Context: an optimization exercise on an open-source flow, tuned for small area, a short achievable clock period and few clock cycles. The choices shown serve that exercise and are no tape-out recipe. Only simulation tests tie the RTL to the original design; equivalence was not proved. Power and IR drop assume default switching activity.

==> flow/constraint.sdc <==
create_clock -name core_clock -period 12.0 [get_ports {clock}]
set_input_delay 2.4000 -clock core_clock [delete_from_list [all_inputs] [get_ports {clock}]]
set_output_delay 2.4000 -clock core_clock [all_outputs]
set_load 0.01 [all_outputs]
==> flow/config.mk <==
export PLATFORM = sky130hd
export DESIGN_NAME = raycaster_sprite_projection_core
export DESIGN_NICKNAME = raycaster_sprite_projection_core
export VERILOG_FILES = /design/flow/design.v
export SDC_FILE = /design/flow/constraint.sdc
export NUM_CORES = 4
export LEC_CHECK = 0
export ABC_CLOCK_PERIOD_IN_PS = 5000
export CAP_MARGIN = 20
export CORE_MARGIN = 2
export CORE_UTILIZATION = 60
export SETUP_SLACK_MARGIN = 5
export SLEW_MARGIN = 20
==> flow/design.v <==
`timescale 1ns / 1ps
`default_nettype none
module rcsp_csa #(parameter int N = 3, parameter int W = 8) (
   input  wire [N*W-1:0] in,
   output wire [W-1:0]   out
);
   generate
      if (N == 1) begin : g1
         assign out = in[W-1:0];
      end else if (N == 2) begin : g2
         assign out = in[W-1:0] + in[2*W-1:W];
      end else begin : gn
         localparam int G = N / 3;
         localparam int R = N - 3 * G;
         localparam int M = 2 * G + R;
         wire [M*W-1:0] nxt;
         for (genvar g = 0; g < G; g++) begin : grp
            wire [W-1:0] a, b, c;
            assign a = in[(3*g)*W +: W];
            assign b = in[(3*g+1)*W +: W];
            assign c = in[(3*g+2)*W +: W];
            assign nxt[(2*g)*W +: W]   = a ^ b ^ c;
            assign nxt[(2*g+1)*W +: W] = {(a[W-2:0] & b[W-2:0]) | (a[W-2:0] & c[W-2:0]) | (b[W-2:0] & c[W-2:0]), 1'b0};
         end
         if (R > 0) begin : rest
            assign nxt[(2*G)*W +: R*W] = in[(3*G)*W +: R*W];
         end
         rcsp_csa #(.N(M), .W(W)) u (.in(nxt), .out(out));
      end
   endgenerate
endmodule
module rcsp_lane #(parameter int K = 2) (
   input  wire         clock,
   input  wire         reset,
   input  wire         take,
   input  wire [31:0]  nyabs,
   input  wire [33:0]  ny3,
   input  wire [43:0]  p,
   input  wire         sneg,
   input  wire         ovf1,
   input  wire [4:0]   idx,
   input  wire [4:0]   rank,
   input  wire         last,
   input  wire [3:0]   seq,
   input  wire [30:0]  det_abs,
   input  wire [32:0]  det3,
   input  wire [11:0]  scr_h,
   output wire         dv_free,
   output wire         bd_rdy,
   output wire [3:0]   bd_seq_o,
   input  wire         bd_take,
   output wire [4:0]   o_idx,
   output wire [4:0]   o_rank,
   output wire         o_last,
   output wire         o_nd,
   output wire [30:0]  o_depth,
   output wire [29:0]  o_sx,
   output wire [27:0]  o_size
);
   localparam int N12 = 16 / K;    
   localparam int N3  = 14 / K;    
   function automatic logic uge34(input logic [33:0] a, input logic [33:0] b);
      logic [63:0] l, e;
      l = '0;
      e = '1;
      for (int i = 0; i < 34; i++) begin
         l[i] = ~a[i] & b[i];
         e[i] = ~(a[i] ^ b[i]);
      end
      for (int v = 0; v < 6; v++) begin
         for (int i = 0; i < (32 >> v); i++) begin
            l[i] = l[2*i+1] | (e[2*i+1] & l[2*i]);
            e[i] = e[2*i+1] & e[2*i];
         end
      end
      uge34 = ~l[0];
   endfunction
   function automatic logic [35:0] r4step(input logic [31:0] r, input logic [1:0] nb,
                                          input logic [31:0] d, input logic [33:0] d3);
      logic [33:0] t;
      logic [34:0] e1, e2, e3;
      t  = {r, nb};
      e1 = {1'b0, t} - {3'b000, d};
      e2 = {1'b0, t} - {2'b00, d, 1'b0};
      e3 = {1'b0, t} - {1'b0, d3};
      if (uge34(t, d3))                 r4step = {2'd3, e3[33:0]};
      else if (uge34(t, {1'b0, d, 1'b0})) r4step = {2'd2, e2[33:0]};
      else if (uge34(t, {2'b00, d}))     r4step = {2'd1, e1[33:0]};
      else                               r4step = {2'd0, t};
   endfunction
   logic        dv_v, bd_v, dv_mv, dv_done, bd_done;
   logic [31:0] dv_r1, dv_q1, dv_r2, dv_d2, dv_q2;
   logic [33:0] dv_d23;
   logic [3:0]  dv_cnt, dv_seq;
   logic        dv_ovf2, dv_ovf1, dv_sneg;
   logic [4:0]  dv_idx, dv_rank;
   logic        dv_last;
   assign dv_mv   = dv_v & dv_done & (~bd_v | bd_take);
   assign dv_free = ~dv_v | dv_mv;
   logic [31:0] r1_n, q1_n, r2_n, q2_n, d2_s;
   logic [33:0] d23_s;
   always_comb begin
      logic [35:0] o1, o2;
      r1_n  = dv_r1;
      q1_n  = dv_q1;
      r2_n  = dv_r2;
      q2_n  = dv_q2;
      d2_s  = dv_d2;
      d23_s = dv_d23;
      for (int s = 0; s < K; s++) begin
         o1 = r4step(r1_n, q1_n[31:30], {1'b0, det_abs}, {1'b0, det3});
         r1_n = o1[31:0];
         q1_n = {q1_n[29:0], o1[35:34]};
         o2 = r4step(r2_n, q2_n[31:30], d2_s, d23_s);
         r2_n = o2[31:0];
         q2_n = {q2_n[29:0], o2[35:34]};
      end
   end
   assign dv_done = (dv_cnt == 4'd0);
   logic [30:0] dv_depth;
   logic        dv_ndf;
   logic [28:0] sx_mag;
   logic signed [29:0] dv_sx;
   logic        ovf2_w;
   assign ovf2_w   = dv_ovf2 | (dv_q2[31:28] != 4'd0);
   assign dv_depth = (dv_ovf1 | dv_q1[31]) ? 31'h7FFF_FFFF : dv_q1[30:0];
   assign dv_ndf   = ~dv_ovf1 & (dv_q1 == 32'd0);
   assign sx_mag   = ovf2_w ? 29'h1000_0000 : {1'b0, dv_q2[27:0]};
   assign dv_sx    = dv_sneg ? -$signed({1'b0, sx_mag}) : $signed({1'b0, sx_mag});
   logic [31:0] bd_r3;
   logic [30:0] bd_depth;
   logic [32:0] bd_d3;
   logic [27:0] bd_q3;
   logic [2:0]  bd_cnt;
   logic signed [29:0] bd_sx;
   logic        bd_nd;
   logic [4:0]  bd_idx, bd_rank;
   logic        bd_last;
   logic [3:0]  bd_seq;
   logic [31:0] r3_n;
   logic [27:0] q3_n;
   always_comb begin
      logic [35:0] o3;
      r3_n = bd_r3;
      q3_n = bd_q3;
      for (int s = 0; s < K; s++) begin
         o3 = r4step(r3_n, q3_n[27:26], {1'b0, bd_depth}, {1'b0, bd_d3});
         r3_n = o3[31:0];
         q3_n = {q3_n[25:0], o3[35:34]};
      end
   end
   assign bd_done  = bd_nd | (bd_cnt == 3'd0);
   assign bd_rdy   = bd_v & bd_done;
   assign bd_seq_o = bd_seq;
   assign o_idx    = bd_idx;
   assign o_rank   = bd_rank;
   assign o_last   = bd_last;
   assign o_nd     = bd_nd;
   assign o_depth  = bd_depth;
   assign o_sx     = bd_sx;
   assign o_size   = bd_q3;
   always_ff @(posedge clock) begin
      if (reset) begin
         dv_v <= 1'b0;
         bd_v <= 1'b0;
      end else begin
         if (take) dv_v <= 1'b1; else if (dv_mv) dv_v <= 1'b0;
         if (dv_mv) bd_v <= 1'b1; else if (bd_take) bd_v <= 1'b0;
      end
   end
   always_ff @(posedge clock) begin
      if (take) begin
         dv_r1   <= {12'd0, nyabs[31:12]};
         dv_q1   <= {nyabs[11:0], 20'd0};
         dv_r2   <= {20'd0, p[43:32]};
         dv_q2   <= p[31:0];
         dv_d2   <= nyabs;
         dv_d23  <= ny3;
         dv_cnt  <= 4'(N12);
         dv_seq  <= seq;
         dv_ovf2 <= ({20'd0, p[43:32]} >= nyabs);
         dv_ovf1 <= ovf1;
         dv_sneg <= sneg;
         dv_idx  <= idx;
         dv_rank <= rank;
         dv_last <= last;
      end else if (dv_v && !dv_done) begin
         dv_r1  <= r1_n;
         dv_q1  <= q1_n;
         dv_r2  <= r2_n;
         dv_q2  <= q2_n;
         dv_cnt <= dv_cnt - 4'd1;
      end
      if (dv_mv) begin
         bd_r3    <= 32'd0;
         bd_q3    <= {scr_h, 16'd0};
         bd_depth <= dv_depth;
         bd_d3    <= 33'(dv_depth) + {1'b0, dv_depth, 1'b0};
         bd_cnt   <= 3'(N3);
         bd_sx    <= dv_sx;
         bd_nd    <= dv_ndf;
         bd_idx   <= dv_idx;
         bd_rank  <= dv_rank;
         bd_last  <= dv_last;
         bd_seq   <= dv_seq;
      end else if (bd_v && !bd_done) begin
         bd_r3  <= r3_n;
         bd_q3  <= q3_n;
         bd_cnt <= bd_cnt - 3'd1;
      end
   end
endmodule
module raycaster_sprite_projection_core (
   input  wire                 clock,
   input  wire                 reset,
   input  wire                 req_valid,
   output wire                 req_ready,
   input  wire [5:0]           req_cell_row,
   input  wire [5:0]           req_cell_col,
   input  wire                 req_cell_valid,
   input  wire                 req_frame_last,
   output wire                 rsp_valid,
   input  wire                 rsp_ready,
   output wire [4:0]           rsp_sprite_index,
   output wire [4:0]           rsp_rank,
   output wire [31:0]          rsp_depth,
   output wire [15:0]          rsp_screen_x,
   output wire [15:0]          rsp_sprite_size,
   output wire [10:0]          rsp_draw_start_y,
   output wire [10:0]          rsp_draw_end_y,
   output wire [14:0]          rsp_draw_start_x,
   output wire [15:0]          rsp_draw_end_x,
   output wire                 rsp_not_drawable,
   output wire                 rsp_last,
   input  wire                 csr_valid,
   output wire                 csr_ready,
   input  wire [2:0]           csr_reg_index,
   input  wire [15:0]          csr_wr_data
);
   localparam int NS  = 32;        
   localparam int K   = 2;         
   function automatic logic slt24(input logic [23:0] a, input logic [23:0] b);
      logic [31:0] l, e;
      logic [23:0] ua, ub;
      ua = {~a[23], a[22:0]};
      ub = {~b[23], b[22:0]};
      l = '0;
      e = '1;
      for (int i = 0; i < 24; i++) begin
         l[i] = ~ua[i] & ub[i];
         e[i] = ~(ua[i] ^ ub[i]);
      end
      for (int v = 0; v < 5; v++) begin
         for (int i = 0; i < (16 >> v); i++) begin
            l[i] = l[2*i+1] | (e[2*i+1] & l[2*i]);
            e[i] = e[2*i+1] & e[2*i];
         end
      end
      slt24 = l[0];
   endfunction
   logic [15:0]        cam_x_ff, cam_y_ff;
   logic signed [15:0] dir_x_ff, dir_y_ff, pl_x_ff, pl_y_ff;
   logic [11:0]        scr_w_ff, scr_h_ff;
   logic               dirty_ff;
   assign csr_ready = 1'b1;
   logic signed [16:0] cx, cy;
   always_ff @(posedge clock) begin
      cx <= 17'sd512 - $signed({1'b0, cam_x_ff});
      cy <= 17'sd512 - $signed({1'b0, cam_y_ff});
   end
   logic       rdy_ff;
   logic [5:0] cnt_ff;
   logic       acc, add;
   logic [5:0] cnt_in;
   assign req_ready = rdy_ff;
   assign acc    = req_valid & rdy_ff;
   assign add    = req_cell_valid & (cnt_ff != 6'd32);
   assign cnt_in = cnt_ff + {5'd0, add};
   logic       l0_v, l0_close, l0_b;
   logic [4:0] l0_slot;
   logic [5:0] l0_row, l0_col, l0_n;
   logic       l1_v, l1_close, l1_b;
   logic [4:0] l1_slot;
   logic [5:0] l1_row, l1_col, l1_n;
   logic signed [23:0] l1_key;
   logic signed [23:0] key_in;
   logic signed [17:0] xc, yr;
   logic [12*24-1:0]   key_ops;
   assign xc = 18'(cx) + $signed({3'd0, l0_col, 9'd0});
   assign yr = 18'(cy) + $signed({3'd0, l0_row, 9'd0});
   always_comb begin
      for (int k = 0; k < 6; k++) begin
         key_ops[k*24 +: 24]     = l0_col[k] ? (24'(xc) << k) : 24'd0;
         key_ops[(k+6)*24 +: 24] = l0_row[k] ? (24'(yr) << k) : 24'd0;
      end
   end
   rcsp_csa #(.N(12), .W(24)) u_key (.in(key_ops), .out(key_in));
   logic signed [23:0] key_mem [NS];
   logic [11:0]        rc_mem  [2][NS];
   logic [4:0]         rank_mem[2][NS];
   logic [NS-1:0] lt, vld, ge;
   logic [5:0]    ge_cnt;
   logic          l2_v, l2_close, l2_b;
   logic [4:0]    l2_slot;
   logic [5:0]    l2_n;
   logic [NS-1:0] l2_ge, l2_inc;
   logic [1:0]    pc2 [16];
   logic [2:0]    pc4 [8];
   logic [3:0]    pc8 [4];
   logic [4:0]    pc16[2];
   always_comb begin
      for (int j = 0; j < NS; j++) begin
         vld[j] = (5'(j) < l1_slot);
         lt[j]  = slt24(key_mem[j], l1_key);
         ge[j]  = vld[j] & ~lt[j];
      end
      for (int j = 0; j < 16; j++) pc2[j]  = {1'b0, l2_ge[2*j]} + {1'b0, l2_ge[2*j+1]};
      for (int j = 0; j < 8; j++)  pc4[j]  = {1'b0, pc2[2*j]} + {1'b0, pc2[2*j+1]};
      for (int j = 0; j < 4; j++)  pc8[j]  = {1'b0, pc4[2*j]} + {1'b0, pc4[2*j+1]};
      for (int j = 0; j < 2; j++)  pc16[j] = {1'b0, pc8[2*j]} + {1'b0, pc8[2*j+1]};
      ge_cnt = {1'b0, pc16[0]} + {1'b0, pc16[1]};
   end
   logic       lb_ff, ib_ff;        
   logic [1:0] busy_ff, frr_ff;     
   logic [5:0] frn_ff [2];
   logic [4:0] r_ff;
   logic       acc_close, lb_n;
   logic [1:0] busy_n;
   logic f0_v, f1_v, f2_v, out_v;
   logic f0_mv, f1_mv, f2_mv;
   logic f2_done;
   logic issue, issue_last;
   logic cbusy_ff;
   logic [4:0] cst_ff;
   logic pipe_empty;
   logic       out_free, bp_take, f2_bp, f2_out, take0, take1;
   logic [3:0] seq_ff, nseq_ff;
   logic [14:0] bp_mem [4];       
   logic [1:0] bp_wp, bp_rp;
   logic [2:0] bp_cnt;
   logic [14:0] bp_head;
   logic        ln_take [2], ln_free [2], ln_rdy [2], ln_btake [2];
   logic [3:0]  ln_seq [2];
   assign bp_head  = bp_mem[bp_rp];
   assign out_free = ~out_v | rsp_ready;
   assign take0    = ln_rdy[0] & (ln_seq[0] == nseq_ff) & out_free;
   assign take1    = ln_rdy[1] & (ln_seq[1] == nseq_ff) & out_free;
   assign ln_btake[0] = take0;
   assign ln_btake[1] = take1;
   assign bp_take  = (bp_cnt != 3'd0) & (bp_head[3:0] == nseq_ff) & out_free;
   assign f2_mv = f2_v & f2_done & ~f2_nd & (ln_free[0] | ln_free[1]);
   assign ln_take[0] = f2_mv & ln_free[0];
   assign ln_take[1] = f2_mv & ~ln_free[0];
   assign f2_bp = f2_v & f2_nd & (bp_cnt != 3'd4);
   assign f2_out = f2_mv | f2_bp;
   assign f1_mv = f1_v & (~f2_v | f2_out);
   assign f0_mv = f0_v & (~f1_v | f1_mv);
   assign issue = frr_ff[ib_ff] & ~dirty_ff & ~cbusy_ff & (~f0_v | f0_mv);
   assign issue_last = issue & ({1'b0, r_ff} == frn_ff[ib_ff] - 6'd1);
   assign acc_close  = acc & req_frame_last & (cnt_in != 6'd0);
   assign lb_n       = lb_ff ^ acc_close;
   always_comb begin
      for (int b = 0; b < 2; b++)
         busy_n[b] = (busy_ff[b] | (acc_close & (lb_ff == 1'(b)))) & ~(issue_last & (ib_ff == 1'(b)));
   end
   assign pipe_empty = ~(f0_v | f1_v | f2_v | ~ln_free[0] | ~ln_free[1] | ln_rdy[0] | ln_rdy[1]);
   logic [11:0] sel_rc;
   logic [4:0]  sel_idx;
   always_comb begin
      sel_rc  = '0;
      sel_idx = '0;
      for (int j = 0; j < NS; j++) begin
         if ((rank_mem[ib_ff][j] == r_ff) && (6'(j) < frn_ff[ib_ff])) begin
            sel_rc  = sel_rc | rc_mem[ib_ff][j];
            sel_idx = sel_idx | 5'(j);
         end
      end
   end
   logic [5:0] f0_row, f0_col;
   logic [4:0] f0_idx, f0_rank;
   logic       f0_last;
   logic signed [33:0] cnx_ff, cny_ff, cdt_ff;
   logic [30:0]        det_abs_ff;
   logic [32:0]        det3_ff;       
   logic               det_neg_ff, det_zero_ff;
   logic [4:0]  cbit;
   logic        cfirst;
   logic [16:0] dir_y17, pl_y17;
   logic [5:0]  cb_ff;    
   assign cbit    = 5'd16 - cst_ff;
   assign cfirst  = (cst_ff == 5'd1);
   assign dir_y17 = 17'(dir_y_ff);
   assign pl_y17  = 17'(pl_y_ff);
   function automatic logic [33:0] cstep(input logic [33:0] accv, input logic first,
                                         input logic a, input logic signed [15:0] x,
                                         input logic b, input logic signed [15:0] y);
      logic [33:0] t1, t2, u, v, p, s, c;
      t1 = a ? 34'(x) : 34'd0;
      t2 = b ? 34'(y) : 34'd0;
      u  = first ? t2 : t1;
      v  = first ? t1 : t2;
      p  = first ? 34'd0 : {accv[32:0], 1'b0};
      s  = p ^ u ^ ~v;
      c  = {(p[32:0] & u[32:0]) | (p[32:0] & ~v[32:0]) | (u[32:0] & ~v[32:0]), 1'b1};
      cstep = s + c;
   endfunction
   logic [14*34-1:0] nx_ops, ny_ops;
   logic [33:0]      nx_w, ny_w;
   always_comb begin
      for (int k = 0; k < 6; k++) begin
         nx_ops[k*34 +: 34]     = f0_col[k] ? (34'(dir_y_ff) << (k + 10)) : 34'd0;
         nx_ops[(k+6)*34 +: 34] = f0_row[k] ? (~(34'(dir_x_ff)) << (k + 10)) : 34'd0;
         ny_ops[k*34 +: 34]     = f0_row[k] ? (34'(pl_x_ff) << (k + 10)) : 34'd0;
         ny_ops[(k+6)*34 +: 34] = f0_col[k] ? (~(34'(pl_y_ff)) << (k + 10)) : 34'd0;
      end
      nx_ops[12*34 +: 34] = {18'd0, f0_row, 10'd0};
      nx_ops[13*34 +: 34] = cnx_ff;
      ny_ops[12*34 +: 34] = {18'd0, f0_col, 10'd0};
      ny_ops[13*34 +: 34] = cny_ff;
   end
   rcsp_csa #(.N(14), .W(34)) u_nx (.in(nx_ops), .out(nx_w));
   rcsp_csa #(.N(14), .W(34)) u_ny (.in(ny_ops), .out(ny_w));
   logic signed [32:0] f1_nx, f1_ny;
   logic [4:0] f1_idx, f1_rank;
   logic       f1_last;
   logic signed [33:0] s_w;
   logic [32:0] s_abs_w;
   logic [31:0] ny_abs_w;
   logic        ny_neg_w;
   assign s_w      = 34'(f1_nx) + 34'(f1_ny);
   assign s_abs_w  = s_w[33] ? 33'(-s_w) : s_w[32:0];
   assign ny_neg_w = f1_ny[32];
   assign ny_abs_w = ny_neg_w ? 32'(-f1_ny) : f1_ny[31:0];
   logic [32:0] f2_sabs;
   logic [43:0] f2_p;
   logic [31:0] f2_nyabs;
   logic [33:0] f2_ny3;
   logic [2:0]  f2_cnt;
   logic        f2_sneg, f2_nd, f2_ovf1;
   logic [4:0]  f2_idx, f2_rank;
   logic        f2_last;
   logic [11:0]  w2;
   logic [3:0]   wd;
   logic [43:0]  p_n;
   logic [5*44-1:0] p_ops;
   assign w2 = {1'b0, scr_w_ff[11:1]};
   always_comb begin
      unique case (f2_cnt)
         3'd3: wd = w2[11:8];
         3'd2: wd = w2[7:4];
         default: wd = w2[3:0];
      endcase
      p_ops[0 +: 44] = {f2_p[39:0], 4'b0000};
      for (int k = 0; k < 4; k++)
         p_ops[(k+1)*44 +: 44] = wd[k] ? (44'(f2_sabs) << k) : 44'd0;
   end
   rcsp_csa #(.N(5), .W(44)) u_p (.in(p_ops), .out(p_n));
   assign f2_done = f2_nd | (f2_cnt == 3'd0);
   logic [4:0]  ln_idx [2], ln_rank [2];
   logic        ln_last [2], ln_nd [2];
   logic [30:0] ln_depth [2];
   logic [29:0] ln_sx [2];
   logic [27:0] ln_size [2];
   for (genvar g = 0; g < 2; g++) begin : g_lane
      rcsp_lane #(.K(K)) u_lane (
         .clock(clock), .reset(reset),
         .take(ln_take[g]), .nyabs(f2_nyabs), .ny3(f2_ny3), .p(f2_p), .sneg(f2_sneg),
         .ovf1(f2_ovf1), .idx(f2_idx), .rank(f2_rank), .last(f2_last), .seq(seq_ff),
         .det_abs(det_abs_ff), .det3(det3_ff), .scr_h(scr_h_ff),
         .dv_free(ln_free[g]),
         .bd_rdy(ln_rdy[g]), .bd_seq_o(ln_seq[g]), .bd_take(ln_btake[g]),
         .o_idx(ln_idx[g]), .o_rank(ln_rank[g]), .o_last(ln_last[g]), .o_nd(ln_nd[g]),
         .o_depth(ln_depth[g]), .o_sx(ln_sx[g]), .o_size(ln_size[g]));
   end
   logic [27:0] bq3;
   logic signed [29:0] bsx;
   logic [15:0] o_size;
   logic [10:0] o_dsy, o_dey;
   logic [14:0] o_dsx;
   logic [15:0] o_dex, o_sx;
   logic sel0;
   assign sel0 = ln_rdy[0] & (ln_seq[0] == nseq_ff);
   assign bq3 = sel0 ? ln_size[0] : ln_size[1];
   assign bsx = sel0 ? ln_sx[0] : ln_sx[1];
   always_comb begin
      logic [26:0] hs;
      logic signed [31:0] hs_s, h2_s, h_s, w_s, sx_s, dsy, dey, dsx, dex;
      hs   = bq3[27:1];
      hs_s = $signed({5'd0, hs});
      h2_s = $signed({21'd0, scr_h_ff[11:1]});
      h_s  = $signed({20'd0, scr_h_ff});
      w_s  = $signed({20'd0, scr_w_ff});
      sx_s = 32'(bsx);
      dsy  = h2_s - hs_s;
      dey  = hs_s + h2_s;
      dsx  = sx_s - hs_s;
      dex  = hs_s + sx_s;
      if (dey >= h_s) dey = (scr_h_ff != 12'd0) ? (h_s - 32'sd1) : 32'sd0;
      if (dex >= w_s) dex = w_s - 32'sd1;
      o_size = (bq3 > 28'd65535) ? 16'hFFFF : bq3[15:0];
      o_dsy  = (dsy < 32'sd0) ? 11'd0 : dsy[10:0];
      o_dey  = (dey > 32'sd2047) ? 11'd2047 : dey[10:0];
      if (dsx < 32'sd0)           o_dsx = 15'd0;
      else if (dsx > 32'sd32767)  o_dsx = 15'd32767;
      else                        o_dsx = dsx[14:0];
      if (dex > 32'sd32767)       o_dex = 16'h7FFF;
      else if (dex < -32'sd32768) o_dex = 16'h8000;
      else                        o_dex = dex[15:0];
      if (sx_s > 32'sd32767)      o_sx = 16'h7FFF;
      else if (sx_s < -32'sd32768) o_sx = 16'h8000;
      else                        o_sx = sx_s[15:0];
   end
   logic [4:0]  o_idx_ff, o_rank_ff;
   logic [31:0] o_depth_ff;
   logic [15:0] o_sx_ff, o_size_ff;
   logic [10:0] o_dsy_ff, o_dey_ff;
   logic [14:0] o_dsx_ff;
   logic [15:0] o_dex_ff;
   logic        o_nd_ff, o_last_ff;
   assign rsp_valid        = out_v;
   assign rsp_sprite_index = o_idx_ff;
   assign rsp_rank         = o_rank_ff;
   assign rsp_depth        = o_depth_ff;
   assign rsp_screen_x     = o_sx_ff;
   assign rsp_sprite_size  = o_size_ff;
   assign rsp_draw_start_y = o_dsy_ff;
   assign rsp_draw_end_y   = o_dey_ff;
   assign rsp_draw_start_x = o_dsx_ff;
   assign rsp_draw_end_x   = o_dex_ff;
   assign rsp_not_drawable = o_nd_ff;
   assign rsp_last         = o_last_ff;
   always_ff @(posedge clock) begin
      if (reset) begin
         cam_x_ff    <= 16'd0;
         cam_y_ff    <= 16'd0;
         dir_x_ff    <= 16'sd16384;
         dir_y_ff    <= 16'sd0;
         pl_x_ff     <= 16'sd0;
         pl_y_ff     <= 16'sd10813;
         scr_w_ff    <= 12'd640;
         scr_h_ff    <= 12'd480;
         dirty_ff    <= 1'b1;
         cbusy_ff    <= 1'b0;
         cst_ff      <= 5'd0;
         rdy_ff      <= 1'b1;
         cnt_ff      <= 6'd0;
         l0_v        <= 1'b0;
         l0_close    <= 1'b0;
         l1_v        <= 1'b0;
         l1_close    <= 1'b0;
         l2_v        <= 1'b0;
         l2_close    <= 1'b0;
         lb_ff       <= 1'b0;
         ib_ff       <= 1'b0;
         busy_ff     <= 2'b00;
         frr_ff      <= 2'b00;
         r_ff        <= 5'd0;
         f0_v        <= 1'b0;
         f1_v        <= 1'b0;
         f2_v        <= 1'b0;
         out_v       <= 1'b0;
         seq_ff      <= 4'd0;
         nseq_ff     <= 4'd0;
         bp_wp       <= 2'd0;
         bp_rp       <= 2'd0;
         bp_cnt      <= 3'd0;
      end else begin
         if (csr_valid) begin
            if (csr_reg_index <= 3'd5) dirty_ff <= 1'b1;
            unique case (csr_reg_index)
               3'd0: cam_x_ff <= csr_wr_data;
               3'd1: cam_y_ff <= csr_wr_data;
               3'd2: dir_x_ff <= $signed(csr_wr_data);
               3'd3: dir_y_ff <= $signed(csr_wr_data);
               3'd4: pl_x_ff  <= $signed(csr_wr_data);
               3'd5: pl_y_ff  <= $signed(csr_wr_data);
               3'd6: scr_w_ff <= csr_wr_data[11:0];
               3'd7: scr_h_ff <= csr_wr_data[11:0];
            endcase
         end
         if (!cbusy_ff) begin
            if (dirty_ff && pipe_empty) begin
               cbusy_ff <= 1'b1;
               cst_ff   <= 5'd0;
               if (!(csr_valid && csr_reg_index <= 3'd5)) dirty_ff <= 1'b0;
            end
         end else begin
            cst_ff <= cst_ff + 5'd1;
            if (cst_ff == 5'd19) cbusy_ff <= 1'b0;
         end
         l0_v     <= acc & add;
         l0_close <= acc & req_frame_last & (cnt_in != 6'd0);
         l1_v     <= l0_v;
         l1_close <= l0_close;
         l2_v     <= l1_v;
         l2_close <= l1_close;
         if (acc) cnt_ff <= req_frame_last ? 6'd0 : cnt_in;
         busy_ff <= busy_n;
         lb_ff   <= lb_n;
         rdy_ff  <= ~busy_n[lb_n];
         if (l2_close) frr_ff[l2_b] <= 1'b1;
         if (issue_last) begin
            frr_ff[ib_ff] <= 1'b0;
            ib_ff         <= ~ib_ff;
            r_ff          <= 5'd0;
         end else if (issue) begin
            r_ff <= r_ff + 5'd1;
         end
         if (issue) f0_v <= 1'b1; else if (f0_mv) f0_v <= 1'b0;
         if (f0_mv) f1_v <= 1'b1; else if (f1_mv) f1_v <= 1'b0;
         if (f1_mv) f2_v <= 1'b1; else if (f2_out) f2_v <= 1'b0;
         if (take0 || take1 || bp_take) out_v <= 1'b1; else if (rsp_ready) out_v <= 1'b0;
         if (f2_out) seq_ff <= seq_ff + 4'd1;
         if (take0 || take1 || bp_take) nseq_ff <= nseq_ff + 4'd1;
         if (f2_bp) bp_wp <= bp_wp + 2'd1;
         if (bp_take) bp_rp <= bp_rp + 2'd1;
         bp_cnt <= bp_cnt + {2'd0, f2_bp} - {2'd0, bp_take};
      end
   end
   always_ff @(posedge clock) begin
      l0_slot <= cnt_ff[4:0];
      l0_b    <= lb_ff;
      l1_b    <= l0_b;
      l2_b    <= l1_b;
      l0_row  <= req_cell_row;
      l0_col  <= req_cell_col;
      l0_n    <= cnt_in;
      l1_slot <= l0_slot;
      l1_row  <= l0_row;
      l1_col  <= l0_col;
      l1_n    <= l0_n;
      l1_key  <= key_in;
      if (l1_v) begin
         key_mem[l1_slot] <= l1_key;
         rc_mem[l1_b][l1_slot] <= {l1_row, l1_col};
      end
      l2_slot <= l1_slot;
      l2_n    <= l1_n;
      l2_ge   <= ge;
      l2_inc  <= vld & lt;
      if (l2_v) begin
         for (int j = 0; j < NS; j++) begin
            if (l2_inc[j]) rank_mem[l2_b][j] <= rank_mem[l2_b][j] + 5'd1;
         end
         rank_mem[l2_b][l2_slot] <= ge_cnt[4:0];
      end
      if (l2_close) frn_ff[l2_b] <= l2_n;
      if (cbit <= 5'd16) cb_ff <= {cx[cbit], cy[cbit], dir_y17[cbit], pl_y17[cbit], 2'b00};
      if (cbusy_ff) begin
         if (cst_ff == 5'd18) begin
            det_abs_ff  <= cdt_ff[31] ? 31'(-cdt_ff) : cdt_ff[30:0];
            det_neg_ff  <= cdt_ff[31];
            det_zero_ff <= (cdt_ff[31:0] == 32'd0);
         end else if (cst_ff != 5'd0 && cst_ff != 5'd19) begin
            cnx_ff <= cstep(cnx_ff, cfirst, cb_ff[5], dir_y_ff, cb_ff[4], dir_x_ff);
            cny_ff <= cstep(cny_ff, cfirst, cb_ff[4], pl_x_ff,  cb_ff[5], pl_y_ff);
            cdt_ff <= cstep(cdt_ff, cfirst, cb_ff[3], pl_x_ff,  cb_ff[2], dir_x_ff);
         end
      end
      if (cbusy_ff && cst_ff == 5'd19) det3_ff <= 33'(det_abs_ff) + {1'b0, det_abs_ff, 1'b0};
      if (issue) begin
         f0_row  <= sel_rc[11:6];
         f0_col  <= sel_rc[5:0];
         f0_idx  <= sel_idx;
         f0_rank <= r_ff;
         f0_last <= ({1'b0, r_ff} == frn_ff[ib_ff] - 6'd1);
      end
      if (f0_mv) begin
         f1_nx   <= nx_w[32:0];
         f1_ny   <= ny_w[32:0];
         f1_idx  <= f0_idx;
         f1_rank <= f0_rank;
         f1_last <= f0_last;
      end
      if (f1_mv) begin
         f2_sabs  <= s_abs_w;
         f2_nyabs <= ny_abs_w;
         f2_p     <= 44'd0;
         f2_cnt   <= 3'd3;
         f2_sneg  <= s_w[33] ^ ny_neg_w;
         f2_nd    <= det_zero_ff | (f1_ny == 33'sd0) | (ny_neg_w ^ det_neg_ff);
         f2_ovf1  <= ({11'd0, ny_abs_w[31:12]} >= det_abs_ff);
         f2_idx   <= f1_idx;
         f2_rank  <= f1_rank;
         f2_last  <= f1_last;
      end else if (f2_v && !f2_done) begin
         f2_p   <= p_n;
         f2_cnt <= f2_cnt - 3'd1;
         f2_ny3 <= 34'(f2_nyabs) + {1'b0, f2_nyabs, 1'b0};
      end
      if (f2_bp) bp_mem[bp_wp] <= {f2_idx, f2_rank, f2_last, seq_ff};
      if (take0 || take1 || bp_take) begin
         o_idx_ff  <= take0 ? ln_idx[0]  : take1 ? ln_idx[1]  : bp_head[14:10];
         o_rank_ff <= take0 ? ln_rank[0] : take1 ? ln_rank[1] : bp_head[9:5];
         o_last_ff <= take0 ? ln_last[0] : take1 ? ln_last[1] : bp_head[4];
         o_nd_ff   <= take0 ? ln_nd[0]   : take1 ? ln_nd[1]   : 1'b1;
         if (!(take0 || take1) || (take0 ? ln_nd[0] : ln_nd[1])) begin
            o_depth_ff <= 32'd0;
            o_sx_ff    <= 16'd0;
            o_size_ff  <= 16'd0;
            o_dsy_ff   <= 11'd0;
            o_dey_ff   <= 11'd0;
            o_dsx_ff   <= 15'd0;
            o_dex_ff   <= 16'd0;
         end else begin
            o_depth_ff <= {1'b0, sel0 ? ln_depth[0] : ln_depth[1]};
            o_sx_ff    <= o_sx;
            o_size_ff  <= o_size;
            o_dsy_ff   <= o_dsy;
            o_dey_ff   <= o_dey;
            o_dsx_ff   <= o_dsx;
            o_dex_ff   <= o_dex;
         end
      end
   end
endmodule
`default_nettype wire
==> flow/run.sh <==
#!/bin/bash
# synth_recipe.tcl (not shown) runs the flow's synth.tcl, then flattens the netlist and writes it again
# the make line also repeats each setting of config.mk as NAME=value (left out here)
make -C /OpenROAD-flow-scripts/flow DESIGN_CONFIG=/design/flow/config.mk WORK_HOME=/design/flow/orfs CLKGATE_MAP_FILE= SYNTH_SCRIPT=/design/flow/synth_recipe.tcl finish
==> flow_summary.toml, run 1 <==
[global_routing]
grt_pass1_wl_um = 1558000
track_usage_pct = 42.73
antenna_found_initial = 64
first_global_vias = 236083
grt-ovfl-total = 0
grt_max_degree = 115

[logic_synthesis]
ys.flop_type = "edfxtp_1"
ys_ff_latch = 3593
synth_top_area_share_pct = 30.77
syn_area_per_cell_sq_um = 9.694
synth_edf_count = 2975
synth_top_area_cell = "edfxtp_1"
yosysSeqAreaShare_pct = 35.03
netlist_area_sq_um = 290400
synth_nets = 34483
yosys_warnings = 24
ys_types = 135
synth_cells = 29952
async_flop_share_pct = 0
yosys-top-cells-area = "edfxtp_1 (31%), ha_1 (16%), fa_1 (5.8%), dfxtp_1 (4.3%), inv_1 (3.8%)"

[clocking]
cts.htree.levels = 5
root_buffer = "clkbuf_16"
cts.sinks = 3593
numCtsBuffers = 396
clkLatencyLatePin_ns = 1.08
clkSlewWorstSetupHoldPaths_ns = 0.06
clock_path_buffers = 4
cts_hold_buf = 0
cts_tree = "built"

[timing]
finalSetupTns_ns = 0
timing.slew.headroom_pct = -7.044
period_share_pct = 60.27
final-hold-violation-count = 0
setup_viol = 0
hold_ws_ns = 0.3232
period_needed_ns = 7.233
finClkSkew_ns = 0.1084
timing.fmax_ghz = 0.1383
slew_viol_final = 6
worst_pin_slew_ns = 1.592
rsz0062_at_grt = "true"

[power_and_ir_drop]
p_switching_w = 0.01643
peakVddDrop_v = 0.0003631
power_density_nw_per_um2 = 135.2
pwr-share-comb_pct = 37.8
switching_share_pct = 36.93
pwr-share-seq_pct = 33.3
leakagePower_nw = 136.8
power.share.clock_pct = 28.9
cell_internal_pwr_w = 0.02806

[routing]
drtIter0Drc = 27072
num_vias = 244172
drt-wirelength-per-cell_um = 28.94
vias_per_cell = 6.499
drc = 0
dr.pass1.iters = 14
wl_um = 1087000
antenna_left = 0

[worst_setup_path]
rrSetupSlack_ns = 4.77
r2r_end = "g_lane[1].u_lane.dv_r1[2]"
end_kind = "flop"
cp_max_fo = 13
cp.required_ns = 12.76
r2r_cells = 23
cp-start-kind = "flop"
cp_data_arrival_time_ns = 7.99
reg2reg_from = "det3_ff[4]"
crit_type = "reg2reg"

[place]
dpl.cell_count = 35996
placed_area_sq_um = 300800
numPortBuffers = 167
gp_congestion = 1.082
place_hpwl_um = 797500

[die]
fp.dieH_um = 699.7
num_rows = 255
start_util_pct = 60.23
core_area_sq_um = 482100
io_pins = 170
die_w_um = 699.7
die-area_sq_um = 489500

[layout]
final_nets = 35290
area_growth_syn_to_layout_pct = 13.31
nFillCells = 37565
fin_area_sq_um = 329000
drive_gt1_share_pct = 12.09
seq_area_sq_um = 101800
final_util_pct = 68.25
finalNonFillerCells = 37571
final_cell_mix = "ha_1 (3,443), edfxtp_1 (2,975), inv_1 (2,802)"
multiInputGateArea_sq_um = 181400
final_common_cell = "ha_1"

[worst_hold_path]
hold_class = "reg2reg"
holdPathStages = 0
hp-start = "l0_n[2]"
min_to = "l1_n[2]"

[status]
status = "complete, but fails checks"
check.faults = "max-capacitance violations, max-slew violations"

[job]
maxCapViolCount = 1
==> critical path, cell delays in order (launching register included) <==
cell       delay (ns)
edfxtp_1         0.50
inv_1            0.22
ha_1             0.56
o211ai_1         0.17
a21boi_1         0.26
o211ai_1         0.28
a211o_1          0.46
a211oi_4         0.43
nand3b_1         0.49
a41oi_2          0.27
a22o_1           0.29
nor4_4           0.47
ha_1             0.29
a211o_1          0.22
a2111oi_4        0.06
buf_4            0.17
o31a_1           0.13
nor3_4           0.38
o21ai_2          0.13
or2_4            0.35
clkbuf_16        0.23
a211oi_1         0.20
a21oi_1          0.07
a221o_1          0.32
==> cell families after synthesis <==
logic type	after synthesis	share of synthesized area, %
buf+inv	3966	5.232
mux	1066	3.915
simple gates	7525	12.39
fa+ha+maj	4493	21.54
flops	3593	35.03
xor+xnor	1754	5.291
other cells	2	0.002586
compound gates	7553	16.60
==> flip-flops by register name (all words and copies together) (netlist names), 65 cells and up, named ones only <==
| name | cells |
|---|---|
| g_lane.u_lane.bd_d3 | 65 |
| g_lane.u_lane.dv_d23 | 68 |
| key_mem | 744 |
| rank_mem | 320 |
| rc_mem | 768 |
==> final cells by class <==
class,instances,area share [%]
clock buffers,511,3.327
flip-flops and latches,3593,30.95
diodes,42,0.03194
inverters,2933,3.409
clock inverters,232,0.7876
repair buffers,1433,3.923
well taps,6425,2.443
multi-input cells,22402,55.12
==> power groups by stage <==
| stage | clock (W) | sequential (W) | combinational [W] |
|---|---|---|---|
| 3_5_place_dp | 0 | 0.0151 | 0.0150 |
| 2_1_floorplan | 0 | 0.0150 | 0.0103 |
| 4_1_cts | 0.0129 | 0.0148 | 0.0159 |
| 6_report | 0.0129 | 0.0148 | 0.0168 |
| 5_1_grt | 0.0134 | 0.0148 | 0.0182 |
| 3_3_place_gp | 0 | 0.0151 | 0.0147 |
==> metal layers <==
metal | global-route usage (%) | wire length (um) | vias to the layer above | part of all wire (%)
met1 | 52.03 | 394600 | 118146 | 36
met5 | 0.08824 | 288 | - | 0.026
met2 | 65.89 | 473800 | 13690 | 44
met3 | 9.668 | 112700 | 4053 | 10
met4 | 33.29 | 106100 | 42 | 9.8
li1 | - | - | 108241 | -
==> worst max-delay path by stage <==
stage                                             from                          to  slack (ns)  cells past startpoint
final                                       det3_ff[4]   g_lane[1].u_lane.dv_r1[2]        4.77                     23
after CTS                 g_lane[0].u_lane.bd_depth[6]  g_lane[0].u_lane.bd_r3[14]        4.86                     27
after floorplan             g_lane[0].u_lane.bd_cnt[0]                o_dex_ff[10]        4.93                     35
after global routing                     det_abs_ff[3]   g_lane[1].u_lane.dv_r1[2]        4.73                     29
after detailed placement    g_lane[0].u_lane.bd_q3[26]  g_lane[0].u_lane.bd_r3[14]        1.85                     28
after global placement                   det_abs_ff[1]   g_lane[1].u_lane.dv_r1[6]        1.82                     25
==> Yosys cell counts (all sizes together), types with 228 or more instances <==
master	count
inv	2922
nor3	464
ha	3649
o22ai	251
o21ai	1701
clkbuf	832
nand2	2410
nand2b	352
edfxtp	2975
nand4	244
nor2b	480
a21oi	2101
a31oi	242
xnor2	1132
fa	844
and2	415
xor2	622
a21o	901
a211oi	281
mux2	228
o21a	522
mux2i	807
dfxtp	618
nand3	486
nor2	1831
==> per-stage QoR <==
| step | worst slack (ns) | power, W |
|---|---|---|
| 3_3_place_gp | 1.818 | 0.02981 |
| 6_report | 4.767 | 0.04449 |
| 2_1_floorplan | 4.932 | 0.02533 |
| 4_1_cts | 4.860 | 0.04356 |
| 3_5_place_dp | 1.850 | 0.03012 |
| 5_1_grt | 4.735 | 0.04647 |
==> timing repair <==
item | 4_1_cts | 5_1_grt
cloned | 14 | 19
endpoints found under the setup margin | 294 | 390
pin swaps | 138 | 256
gates resized for setup | 977 | 881
setup buffers | 317 | 439
Testbench counts, summed over its fixed seeds: cycles 12,464.
==> inputs of run 2 (changes only) <==
--- a/flow/design.v
+++ b/flow/design.v
@@ -60,20 +60,4 @@
    localparam int N12 = 16 / K;    
    localparam int N3  = 14 / K;    
-   function automatic logic uge34(input logic [33:0] a, input logic [33:0] b);
-      logic [63:0] l, e;
-      l = '0;
-      e = '1;
-      for (int i = 0; i < 34; i++) begin
-         l[i] = ~a[i] & b[i];
-         e[i] = ~(a[i] ^ b[i]);
-      end
-      for (int v = 0; v < 6; v++) begin
-         for (int i = 0; i < (32 >> v); i++) begin
-            l[i] = l[2*i+1] | (e[2*i+1] & l[2*i]);
-            e[i] = e[2*i+1] & e[2*i];
-         end
-      end
-      uge34 = ~l[0];
-   endfunction
    function automatic logic [35:0] r4step(input logic [31:0] r, input logic [1:0] nb,
                                           input logic [31:0] d, input logic [33:0] d3);
@@ -84,8 +68,8 @@
       e2 = {1'b0, t} - {2'b00, d, 1'b0};
       e3 = {1'b0, t} - {1'b0, d3};
-      if (uge34(t, d3))                 r4step = {2'd3, e3[33:0]};
-      else if (uge34(t, {1'b0, d, 1'b0})) r4step = {2'd2, e2[33:0]};
-      else if (uge34(t, {2'b00, d}))     r4step = {2'd1, e1[33:0]};
-      else                               r4step = {2'd0, t};
+      if (!e3[34])      r4step = {2'd3, e3[33:0]};
+      else if (!e2[34]) r4step = {2'd2, e2[33:0]};
+      else if (!e1[34]) r4step = {2'd1, e1[33:0]};
+      else              r4step = {2'd0, t};
    endfunction
    logic        dv_v, bd_v, dv_mv, dv_done, bd_done;
--- a/flow/config.mk
+++ b/flow/config.mk
@@ -9,5 +9,5 @@
 export CAP_MARGIN = 20
 export CORE_MARGIN = 2
-export CORE_UTILIZATION = 60
+export CORE_UTILIZATION = 40
 export SETUP_SLACK_MARGIN = 5
 export SLEW_MARGIN = 20
==> run 2 against run 1 <==
The run now finishes clean; hold slack gained 0.0036 ns; cell area fell by 5.4%; count of clock-buffer cells in the layout is 18 higher; highest routed layer unchanged; largest cell class unchanged; clock power increased by 4%; setup slack lost 0.36 ns.
==> flow_summary.toml, run 2 <==
[status]
status = "no timing/DRC/antenna violations"

[worst_setup_path]
cp.required_ns = 12.77
cpMostUsedCell = "buf_12"
cp-start-kind = "flop"
crit_cells = 33
r2r_end = "g_lane[0].u_lane.dv_r2[9]"
cp_data_arrival_time_ns = 8.36
cp_max_fo = 8
rrSetupSlack_ns = 4.40
r2r_cells = 33
cpLargestDelayFamily = "compound AO/OA/AOI/OAI gates"
reg2reg_from = "g_lane[0].u_lane.dv_q2[30]"
cp_num_buf_inv = 7
cp_slowest_cell = "edfxtp_1"
end_kind = "flop"
max_stage_delay_ns = 0.50
crit_type = "reg2reg"

[logic_synthesis]
synth_top_area_cell = "edfxtp_1"
yosysSeqAreaShare_pct = 38.09
async_flop_share_pct = 0
yosysMostFrequentCell = "edfxtp_1"
synth.cells.most_frequent = "edfxtp_1 (2,975), inv_1 (2,576), ha_1 (2,551), nand2_1 (2,354), a21oi_1 (1,809)"
ys_ff_latch = 3593
syn_area_per_cell_sq_um = 9.898
yosys-top-cells-area = "edfxtp_1 (33%), ha_1 (12%), fa_1 (6.3%), dfxtp_1 (4.6%), xnor2_1 (3.9%)"
synth_nets = 30412
synth_cells = 26979
netlist_area_sq_um = 267000
synth_edf_count = 2975
ys.flop_type = "edfxtp_1"
synth_top_area_share_pct = 33.46
yosys_warnings = 24
ys_types = 126

[die]
core_area_sq_um = 666300
fp.dieH_um = 821.1
io_pins = 170
die-area_sq_um = 674100
num_rows = 300
die_w_um = 821.1
start_util_pct = 40.08

[power_and_ir_drop]
power_density_nw_per_um2 = 153.5
cell_internal_pwr_w = 0.02974
leakagePower_nw = 123.6
switching_share_pct = 37.73
p_switching_w = 0.01802
pwr-share-seq_pct = 31.3
power.share.clock_pct = 28.1
pwr-share-comb_pct = 40.6
peakVddDrop_v = 0.0008458

[routing]
drt-wirelength-per-cell_um = 24.46
drc = 0
dr.pass1.iters = 9
vias_per_cell = 5.716
antenna_left = 0
num_vias = 213748
wl_um = 914600
drtIter0Drc = 18877

[clocking]
clkLatencyLatePin_ns = 1.06
cts_hold_buf = 0
root_buffer = "clkbuf_16"
cts_tree = "built"
clkSlewWorstSetupHoldPaths_ns = 0.07
cts.htree.levels = 5
cts.sinks = 3593
numCtsBuffers = 411
clock_path_buffers = 4

[timing]
finalSetupTns_ns = 0
rsz0062_at_grt = "true"
final-hold-violation-count = 0
timing.fmax_ghz = 0.1316
slew_viol_final = 0
period_needed_ns = 7.596
timing.slew.headroom_pct = 10.91
finClkSkew_ns = 0.1034
setup_viol = 0
period_share_pct = 63.30
worst_pin_slew_ns = 1.327
hold_ws_ns = 0.3268

[layout]
final_cell_mix = "edfxtp_1 (2,975), inv_1 (2,514), ha_1 (2,429)"
drive_gt1_share_pct = 12.62
largest_registers = "rc_mem (768), key_mem (744), rank_mem (320)"
fin_area_sq_um = 311200
final_common_cell = "edfxtp_1"
largest_register_ffs = 768
area_growth_syn_to_layout_pct = 16.56
final_nets = 31435
regMostFlops = "rc_mem"

[job]
maxCapViolCount = 0

[place]
placed_area_sq_um = 280700
gp_congestion = 0.9501
numPortBuffers = 167
place_hpwl_um = 661300

[global_routing]
top_usage_layer = "met2"
first_global_vias = 207588
grt_max_degree = 105
grt-ovfl-total = 0
grt_use_met1_pct = 33.07
track_usage_pct = 25.90
grtUsageMet3_pct = 3.567
grt_pass1_wl_um = 1331000
grt_use_met2_pct = 43.25
antenna_found_initial = 58

[worst_hold_path]
hold_class = "reg2reg"
hp-start = "l0_b"
holdPathStages = 0
min_to = "l1_b"
## run 2: power groups by stage
stage                     registers, W  clock network (W)  logic, W
after global routing            0.0150             0.0141    0.0210
after detailed placement        0.0152                  0    0.0169
after global placement          0.0152                  0    0.0167
final                           0.0150             0.0134    0.0194
after CTS                       0.0150             0.0136    0.0184
after floorplan                 0.0150                  0    0.0106
## run 2: worst max path at each step
stage                                 end  slack, ns                  startpoint
2_1_floorplan  g_lane[1].u_lane.dv_r1[11]       5.00              det_abs_ff[11]
3_3_place_gp    g_lane[0].u_lane.dv_r1[8]       2.47               det_abs_ff[1]
3_5_place_dp    g_lane[0].u_lane.dv_r1[4]       2.38               det_abs_ff[1]
4_1_cts         g_lane[0].u_lane.dv_r2[9]       4.48  g_lane[0].u_lane.dv_q2[30]
5_1_grt         g_lane[0].u_lane.dv_r2[9]       4.21  g_lane[0].u_lane.dv_q2[30]
6_report        g_lane[0].u_lane.dv_r2[9]       4.40  g_lane[0].u_lane.dv_q2[30]
## run 2: layer usage
layer / wire length, um / up-vias
met2: 427100 / 7668
met3: 62840 / 1884
li1: - / 98998
met4: 55030 / 10
met5: 73 / -
met1: 369600 / 105188
## run 2: logic make-up after synthesis
group	after synthesis	share of synthesized area, %
AOI/OAI and AO/OA	6650	16.02
xor gates and xnor gates	1780	5.838
adders and majority gates	3395	18.28
buffers and inverters	3442	4.908
DFF	3593	38.09
muxes	1094	4.364
other	2	0.002812
and+or+nand+nor	7023	12.50
## run 2: cell type report
type	count	area (sq um)
Antenna cell	123	307.8
Multi-Input combinational cell	19966	159900
Tap cell	8909	11150
Sequential cell	3593	101800
Clock buffer	529	11200
Clock inverter	243	3099
Inverter	2591	9927
Fill cell	61819	355000
Timing Repair Buffer	1439	13840
## run 2: timing repair
action                                  4_1_cts  5_1_grt
gates cloned                                 41       20
endpoints found under the hold margin         0        0
setup buffers                               475      326
endpoints found under the setup margin      283      252
pin swaps                                   361      440
gates resized for setup                    1097      639
## run 2: through the flow
step	power, W	worst slack [ns]	instances	util [%]
after floorplan	0.02568	5.003	26979	-
after global placement	0.03195	2.471	35631	42.12
after detailed placement	0.03208	2.375	35634	42.12
after CTS	0.04698	4.484	36922	45.75
after global routing	0.05006	4.214	37375	46.71
final	0.04776	4.404	37393	46.71
Testbench counts of run 2, summed over its fixed seeds: cycles 12,464.
==> inputs of run 3 (changes only) <==
--- a/flow/config.mk
+++ b/flow/config.mk
@@ -7,5 +7,5 @@
 export LEC_CHECK = 0
 export ABC_CLOCK_PERIOD_IN_PS = 5000
-export CAP_MARGIN = 20
+export CAP_MARGIN = 40
 export CORE_MARGIN = 2
 export CORE_UTILIZATION = 40
==> run 3 against run 2 <==
Sequential cell count unchanged; highest routed layer unchanged; power decreased by 0.48%; hold slack worse by 0.0072 ns.
==> flow_summary.toml, run 3 <==
[status]
status = "no timing/DRC/antenna violations"

[timing]
setup_viol = 0
final-hold-violation-count = 0
period_needed_ns = 7.439
timing.slew.headroom_pct = 37.66
finClkSkew_ns = 0.09224
fin_ws_ns = 4.561
finalSetupTns_ns = 0
rsz0062_at_grt = "true"
period_share_pct = 61.99
slew_viol_final = 0
timing.fmax_ghz = 0.1344
worst_pin_slew_ns = 0.9265

[die]
die-area_sq_um = 674100
start_util_pct = 40.08
fp.dieH_um = 821.1
core_area_sq_um = 666300
num_rows = 300
io_pins = 170
die_w_um = 821.1

[layout]
regMostFlops = "rc_mem"
final_cell_mix = "edfxtp_1 (2,975), inv_1 (2,509), ha_1 (2,428)"
drive_gt1_share_pct = 13.01
seq_area_sq_um = 101800
nFillCells = 61639
area_growth_syn_to_layout_pct = 16.86
largest_register_ffs = 768
largest_registers = "rc_mem (768), key_mem (744), rank_mem (320)"
multiInputGateArea_sq_um = 159700
final_nets = 31550
final_common_cell = "edfxtp_1"

[worst_setup_path]
r2r_cells = 32
cpMostUsedCell = "inv_2"
cp_max_fo = 8
max_stage_delay_ns = 0.46
r2r_end = "g_lane[0].u_lane.dv_r2[10]"
end_kind = "flop"
crit_type = "reg2reg"
rrSetupSlack_ns = 4.56
cp-start-kind = "flop"
cp_slowest_cell = "edfxtp_1"
cp_data_arrival_time_ns = 8.14
cp.required_ns = 12.70
reg2reg_from = "g_lane[0].u_lane.dv_q2[30]"

[global_routing]
grt_max_degree = 105
antenna_found_initial = 48
grt_use_met2_pct = 43.12
grt-ovfl-total = 0
track_usage_pct = 25.90
grt_pass1_wl_um = 1331000
top_usage_layer = "met2"
grtUsageMet3_pct = 3.528
grt_use_met1_pct = 33.09
first_global_vias = 208529

[power_and_ir_drop]
cell_internal_pwr_w = 0.02960
pwr-share-comb_pct = 41.6
power_density_nw_per_um2 = 152.3
p_switching_w = 0.01794
pwr-share-seq_pct = 31.4
switching_share_pct = 37.74
leakagePower_nw = 124.2
power.share.clock_pct = 27.0
peakVddDrop_v = 0.0005774

[logic_synthesis]
yosys_warnings = 24
synth_edf_count = 2975
yosysMostFrequentCell = "edfxtp_1"
synth_cells = 26979
syn_area_per_cell_sq_um = 9.898
ys_ff_latch = 3593
synth_top_area_share_pct = 33.46
synth_top_area_cell = "edfxtp_1"
async_flop_share_pct = 0
synth_nets = 30412
ys.flop_type = "edfxtp_1"
ys_types = 126
netlist_area_sq_um = 267000
yosysSeqAreaShare_pct = 38.09
yosys-top-cells-area = "edfxtp_1 (33%), ha_1 (12%), fa_1 (6.3%), dfxtp_1 (4.6%), xnor2_1 (3.9%)"
synth.cells.most_frequent = "edfxtp_1 (2,975), inv_1 (2,576), ha_1 (2,551), nand2_1 (2,354), a21oi_1 (1,809)"

[routing]
drt-wirelength-per-cell_um = 24.46
drtIter0Drc = 18219
num_vias = 213933
wl_um = 915700
drc = 0
dr.pass1.iters = 7
vias_per_cell = 5.714
antenna_left = 0

[place]
numPortBuffers = 167
place_hpwl_um = 666500
gp_congestion = 0.9501
pre_cts_slack_ns = 2.425

[worst_hold_path]
hp-start = "l1_n[5]"
holdPathStages = 0
hold_class = "reg2reg"
min_to = "l2_n[5]"

[clocking]
clkLatencyLatePin_ns = 1.05
clock_path_buffers = 4
cts_tree = "built"
numCtsBuffers = 407
cts.htree.levels = 5
root_buffer = "clkbuf_16"
cts.sinks = 3593
cts_hold_buf = 0
clkSlewWorstSetupHoldPaths_ns = 0.06

[job]
maxCapViolCount = 0
==> run 3: worst max-delay path by stage <==
stage,startpoint,endpoint,slack [ns],cells after the start
6_report,g_lane[0].u_lane.dv_q2[30],g_lane[0].u_lane.dv_r2[10],4.56,32
5_1_grt,g_lane[0].u_lane.dv_q2[30],g_lane[0].u_lane.dv_r2[6],4.42,32
4_1_cts,g_lane[0].u_lane.dv_q2[30],g_lane[0].u_lane.dv_r2[8],4.55,33
3_5_place_dp,g_lane[1].u_lane.bd_q3[26],g_lane[1].u_lane.bd_r3[18],2.43,30
3_3_place_gp,det_abs_ff[1],g_lane[0].u_lane.dv_r1[8],2.47,27
2_1_floorplan,det_abs_ff[11],g_lane[1].u_lane.dv_r1[11],5.00,31
==> run 3: layout make-up <==
class | count | area share, %
clock inverters | 214 | 0.7137
well taps | 8909 | 3.572
clock buffers | 537 | 3.632
multi-input cells | 19961 | 51.18
repair buffers | 1563 | 5.018
inverters | 2591 | 3.194
diodes | 74 | 0.05934
flip-flops and latches | 3593 | 32.64
==> run 3: power by group through the flow <==
stage | Clock (W) | Combinational (W) | Sequential (W)
3_3_place_gp | 0 | 0.0167 | 0.0152
2_1_floorplan | 0 | 0.0106 | 0.0150
6_report | 0.0128 | 0.0198 | 0.0149
3_5_place_dp | 0 | 0.0171 | 0.0152
4_1_cts | 0.0130 | 0.0187 | 0.0150
5_1_grt | 0.0135 | 0.0213 | 0.0150
==> run 3: routing by layer <==
layer / vias up / share of wire [%]
met5: - / 0.018
met4: 24 / 6.2
met3: 1938 / 6.8
met2: 7589 / 47
met1: 105160 / 41
li1: 99222 / -
==> run 3: kinds of logic (layout without fill, tap and decap cells) <==
family,after synthesis,count (layout),synth area share [%]
fa+ha+maj,3395,3395,18.28
mux,1094,1094,4.364
compound gates,6650,6659,16.02
flops,3593,3593,38.09
xor+xnor,1780,1780,5.838
buf+inv,3442,4905,4.908
simple gates,7023,7031,12.50
other cells,2,76,0.002812
==> run 3: through the flow <==
stage / power, W / hold WS, ns / cell area (sq um) / util (%) / std cells
after detailed placement: 0.03232 / 0.3121 / 282200 / 42.36 / 35760
after floorplan: 0.02568 / 0.3096 / 267100 / - / 26979
after global routing: 0.04975 / 0.3294 / 312000 / 46.83 / 37423
after global placement: 0.03195 / 0.3105 / 280600 / 42.12 / 35631
after CTS: 0.04662 / 0.3234 / 305900 / 45.92 / 37049
final: 0.04753 / 0.3196 / 312100 / 46.84 / 37442
==> run 3: repair_timing <==
action | CTS | global route
setup endpoints to repair | 278 | 264
setup buffers | 493 | 271
cloned | 45 | 27
pin swaps | 350 | 393
resized for setup | 1110 | 676
==> run 3: worst max-delay path, delay by kind of cell, from the launching register on <==
kind	cells	cell delay (ns)
AO/OA/AOI/OAI	18	4.18
buffers and inverters	6	0.77
AND/OR/NAND/NOR	5	0.98
flip-flops	1	0.46
adder cells (fa/ha/maj)	3	0.73

port drivers added, routing unchanged:
Ports are ideal in the flow. The routed layouts listed here were re-timed in OpenROAD. Step 1 sets driving cells, clkbuf_16 on the clock port and buf_2 on the other inputs (assumed; they add their load-dependent delay and slew). Step 2, shift: input delay + t, output delay - t, t = (earliest + latest rising clock arrival at the registers) / 2. This alone moves slack from input paths to output paths. Slacks: ideal / step 1 / step 2; pairs: ideal / step 1.
| run | t, ns | setup WS [ns] | pins driven straight from the clock port |
|---|---|---|---|
| run 1 | 1.152 | 4.767 / 4.767 / 3.901 | 1 |
| run 2 | 1.161 | 4.404 / 4.404 / 4.404 | 1 |
| run 3 | 1.128 | 4.561 / 4.561 / 4.545 | 1 |
The setup slack of run 1, which loses most, moves by 0.000 ns with the drivers and by -0.866 ns with both steps.
